From an optimization exercise on the open Yosys and OpenROAD flow, aimed at small area; shortcuts taken in it are not production practice.
Only simulation tests tie the RTL to the original design; equivalence was not proved.
Power and IR drop assume default switching activity.

## lane 1
// dual_wheel_incremental_pid_drive
module dual_wheel_incremental_pid_drive #(
	parameter int TICK_BITS = dwpid_pkg::TICK_BITS
) (
	input  logic                        clk,
	input  logic                        arst_n,
	input  logic                        psel,
	input  logic                        penable,
	input  logic                        pwrite,
	input  logic [4:0]                  paddr,
	input  logic [31:0]                 pwdata,
	output logic [31:0]                 prdata,
	output logic                        pready,
	input  logic                        in_valid,
	output logic                        in_stall,
	input  logic [2:0]                  cmd,
	input  logic signed [15:0]          speed,
	input  logic signed [TICK_BITS-1:0] left_ticks,
	input  logic signed [TICK_BITS-1:0] right_ticks,
	output logic                        out_valid,
	input  logic                        out_stall,
	output logic [15:0]                 left_duty,
	output logic [1:0]                  left_dir,
	output logic [15:0]                 right_duty,
	output logic [1:0]                  right_dir,
	output logic signed [15:0]          left_speed,
	output logic signed [15:0]          right_speed,
	output logic signed [31:0]          left_odometry,
	output logic signed [31:0]          right_odometry
);
	dwpid_pkg::cfg_t cfg_q;
	assign pready = 1'b1;
	dwpid_pkg::cfg_t cfg_r;
	logic [5:0]      rst_f;
	logic            wr;
	assign wr = psel && penable && pwrite;
	always_ff @(posedge clk or negedge arst_n) begin
		if (!arst_n) begin
			rst_f <= '1;
		end else if (wr) begin
			unique case (paddr[4:2])
				dwpid_pkg::REG_KP:    rst_f[0] <= 1'b0;
				dwpid_pkg::REG_KI:    rst_f[1] <= 1'b0;
				dwpid_pkg::REG_KD:    rst_f[2] <= 1'b0;
				dwpid_pkg::REG_SCALE: rst_f[3] <= 1'b0;
				dwpid_pkg::REG_PWM:   rst_f[4] <= 1'b0;
				dwpid_pkg::REG_LIMIT: rst_f[5] <= 1'b0;
  ...
For scale: roughly 1500 cells after synthesis, ~260 I/O pins.
clock: 12.0 ns
lec_check: 0
cap_margin: 20
core_margin: 2
core_utilization: 40
slew_margin: 20
standard.sh (not shown) runs the stock make flow with config.mk's settings and CLKGATE_MAP_FILE= SYNTH_SCRIPT=/design/flow/synth_recipe.tcl, a recipe that flattens the netlist after the stock synthesis.
==> flow/flow/run.sh <==
#!/bin/bash
# The standard layout (standard.sh) with three options changed:
#  - synthesis runs flow/my_synth.tcl: the standard synthesis script, except that the
#    technology mapping uses Yosys's own (area-oriented) ABC script instead of ORFS's
#    delay-oriented one; registers, their names and cell types are unchanged;
#  - the port buffers are the smallest buffer cell;
#  - clock tree synthesis uses clkbuf_16 leaf clusters of up to 24 sinks and no dummy loads.
# All tool output goes to standard.log here and to ORFS's per-step logs under orfs/logs.
set -euo pipefail
HERE=$(pwd)
export BUFFER_PORTS_ARGS="-buffer_cell sky130_fd_sc_hd__buf_1"
export CTS_ARGS="-sink_clustering_enable -repair_clock_nets -sink_clustering_size 24 -sink_clustering_max_diameter 120 -buf_list sky130_fd_sc_hd__clkbuf_16 -dont_use_dummy_load"
bash standard.sh SYNTH_SCRIPT="$HERE/flow/my_synth.tcl" finish > standard.log 2>&1
==> flow/flow/my_synth.tcl <==
proc synth {args} { yosys synth -nofsm -noshare {*}$args }
# Same as synth_recipe.tcl (the standard synthesis), with ABC called without the ORFS script,
# constraint file and delay target.
# Technology mapping with Yosys's own ABC script for liberty mapping (area oriented), in place of
# ORFS's delay-oriented script; the -liberty and -dont_use arguments are kept.
proc abc {args} {
  set keep {}
  set i 0
  while {$i < [llength $args]} {
    set a [lindex $args $i]
    if {$a eq "-liberty" || $a eq "-dont_use"} {
      lappend keep $a [lindex $args [expr {$i + 1}]]
      incr i 2
    } elseif {$a eq "-script" || $a eq "-constr" || $a eq "-D"} {
      incr i 2
    } else {
      lappend keep $a
      incr i
    }
  }
  yosys abc {*}$keep
}
source $::env(SCRIPTS_DIR)/synth.tcl
# left out here: clear keep_hierarchy, flatten, clean up, hide names made inside functions, write 1_2_yosys.v
Lane 1 has completed all stages; timing, DRC and antenna checks passed.
Modified inputs, lane 2 compared to lane 1
- an added ABC_AREA of 1
==> flow/flow/run.sh <==
#!/bin/bash
# The standard layout (standard.sh, with its synthesis unchanged) with two options changed:
# the port buffers are the smallest buffer cell, and clock tree synthesis uses clkbuf_16
# leaf clusters of up to 24 sinks and adds no dummy loads. All tool output goes to
# standard.log here and to ORFS's per-step logs under orfs/logs.
set -euo pipefail
export BUFFER_PORTS_ARGS="-buffer_cell sky130_fd_sc_hd__buf_1"
export CTS_ARGS="-sink_clustering_enable -repair_clock_nets -sink_clustering_size 24 -sink_clustering_max_diameter 120 -buf_list sky130_fd_sc_hd__clkbuf_16 -dont_use_dummy_load"
bash standard.sh finish > standard.log 2>&1
removed: flow/flow/my_synth.tcl
==> summary.txt <==
Height of the die | lane 2 above lane 1. In lane 2, the post-synthesis cell area came out 6.6% above the value in lane 1. In lane 2, the multi-input gate count came out about 20% above the value in lane 1. Combinational power (lane 2 / lane 1): 0.79. Top-level I/O count came out exactly the same in lane 1 and lane 2. Looking at capturing instance or port of the critical path, the u_right.q_q[0]$_DFFE_PP_ result is from lane 1; the u_left.q_q[0]$_DFFE_PP_ one comes from lane 2. Comparing lane 1 and lane 2, global-route wire length before repair is higher on lane 2. Initial antenna violation count up 1 in lane 2 wrt lane 1. Setup slack: lane 2 more than lane 1. In the flow results for lane 1 and lane 2, the combinational group share of total power is smaller on lane 2.
What lane 3 does differently from lane 2 at the input level:
- a deleted ABC_AREA that had been 1
==> flow/flow/run.sh <==
#!/bin/bash
set -euo pipefail
export BUFFER_PORTS_ARGS="-buffer_cell sky130_fd_sc_hd__buf_1"
export CTS_ARGS="-sink_clustering_enable -repair_clock_nets -sink_clustering_size 30 -sink_clustering_max_diameter 80 -buf_list sky130_fd_sc_hd__clkbuf_16 -dont_use_dummy_load"
bash standard.sh finish > standard.log 2>&1
Findings:
- Compared with lane 2, lane 3 shows power consumption higher by 0.00020 W.
- Lane 3 vs. lane 2: share of total power in combinational logic now sits higher; first-pass GRT wire length fell about 1.6%.
- Highest clock rate (lane 3 vs. lane 2) decreases slightly
[inputs] lane 4 vs lane 3
==> flow/flow/run.sh <==
#!/bin/bash
set -euo pipefail
export BUFFER_PORTS_ARGS="-buffer_cell sky130_fd_sc_hd__buf_1"
export CTS_ARGS="-sink_clustering_enable -repair_clock_nets -sink_clustering_size 14 -sink_clustering_max_diameter 80 -buf_list sky130_fd_sc_hd__clkbuf_8 -dont_use_dummy_load"
bash standard.sh finish > standard.log 2>&1
==> summary.txt <==
Looking at final critical delay including setup and external delays, lane 4 sits below lane 3.
Lane 4 vs lane 3, fraction of power consumed by combinational cells went up by 0.9 points.
Routed wire in lane 4 totals more than in lane 3.
Compared with lane 3, lane 4 shows transition time of the tightest slew-check pin higher by 38 ps.
[lane 4] sequential share of layout area rose 0.41 points relative to lane 3
Lane 4 against lane 3: total number of vias +141; met2 track demand over resource in global routing now sits at about the same level.
NOTE non-filler instance count after layout lane 3->lane 4 increased slightly
#### Input delta (lane 5 over lane 4)
==> flow/flow/run.sh <==
#!/bin/bash
set -euo pipefail
HERE=$(pwd)
export BUFFER_PORTS_ARGS="-buffer_cell sky130_fd_sc_hd__buf_1"
export CTS_ARGS="-sink_clustering_enable -repair_clock_nets -sink_clustering_size 24 -sink_clustering_max_diameter 120 -buf_list sky130_fd_sc_hd__clkbuf_16 -dont_use_dummy_load"
bash standard.sh SYNTH_SCRIPT="$HERE/flow/my_synth.tcl" finish > standard.log 2>&1
==> flow/flow/my_synth.tcl (new file) <==
proc synth {args} { yosys synth -nofsm -noshare {*}$args }
# Technology mapping with Yosys's own ABC script for liberty mapping (area oriented), in place of
# ORFS's delay-oriented script; the -liberty and -dont_use arguments are kept.
proc abc {args} {
  set keep {}
  set i 0
  while {$i < [llength $args]} {
    set a [lindex $args $i]
    if {$a eq "-liberty" || $a eq "-dont_use"} {
      lappend keep $a [lindex $args [expr {$i + 1}]]
      incr i 2
    } elseif {$a eq "-script" || $a eq "-constr" || $a eq "-D"} {
      incr i 2
    } else {
      lappend keep $a
      incr i
    }
  }
  yosys abc {*}$keep
}
source $::env(SCRIPTS_DIR)/synth.tcl
# left out here: clear keep_hierarchy, flatten, clean up, hide names made inside functions, write 1_2_yosys.v
Findings:
Of the two values seen for startpoint of the worst setup timing path, k_q[2]$_DFFE_PN0N_ was produced by lane 5 and k_q[0]$_DFFE_PN0N_ by lane 4. Lane 5 vs. lane 4: placement-stage worst setup slack now larger, worst path arrival time saw an increase, floorplan die height went down, worst setup slack has decreased.

==> static timing again, ports no longer ideal <==
In the flow no input, the clock included, has a driving cell. The finished layouts below were timed again as built, in two steps. Step 1 sets driving cells, clkbuf_16 on the clock port and buf_2 on the other inputs (assumed; they add their load-dependent delay and slew). Step 2 also shifts input and output timing later by t, the mid clock arrival at the registers, as if the neighbouring blocks saw the same clock. Three values: no drivers, after step 1, after step 2; two values: the first two.
| run | shift t [ns] | setup slack, ns | clock arrival spread, ns | pins driven straight from the clock port |
|---|---|---|---|---|
| lane 1 | 0.588 | 0.748 / 0.748 / 0.748 | 0.071 / 0.070 | 1 |
| lane 2 | 0.595 | 0.988 / 0.988 / 0.988 | 0.062 / 0.063 | 1 |
| lane 3 | 0.609 | 0.876 / 0.876 / 0.876 | 0.060 / 0.060 | 1 |
| lane 4 | 0.629 | 0.924 / 0.924 / 0.924 | 0.101 / 0.101 | 1 |
| lane 5 | 0.588 | 0.748 / 0.748 / 0.748 | 0.071 / 0.070 | 1 |
After both steps setup and hold are still met in every run listed.
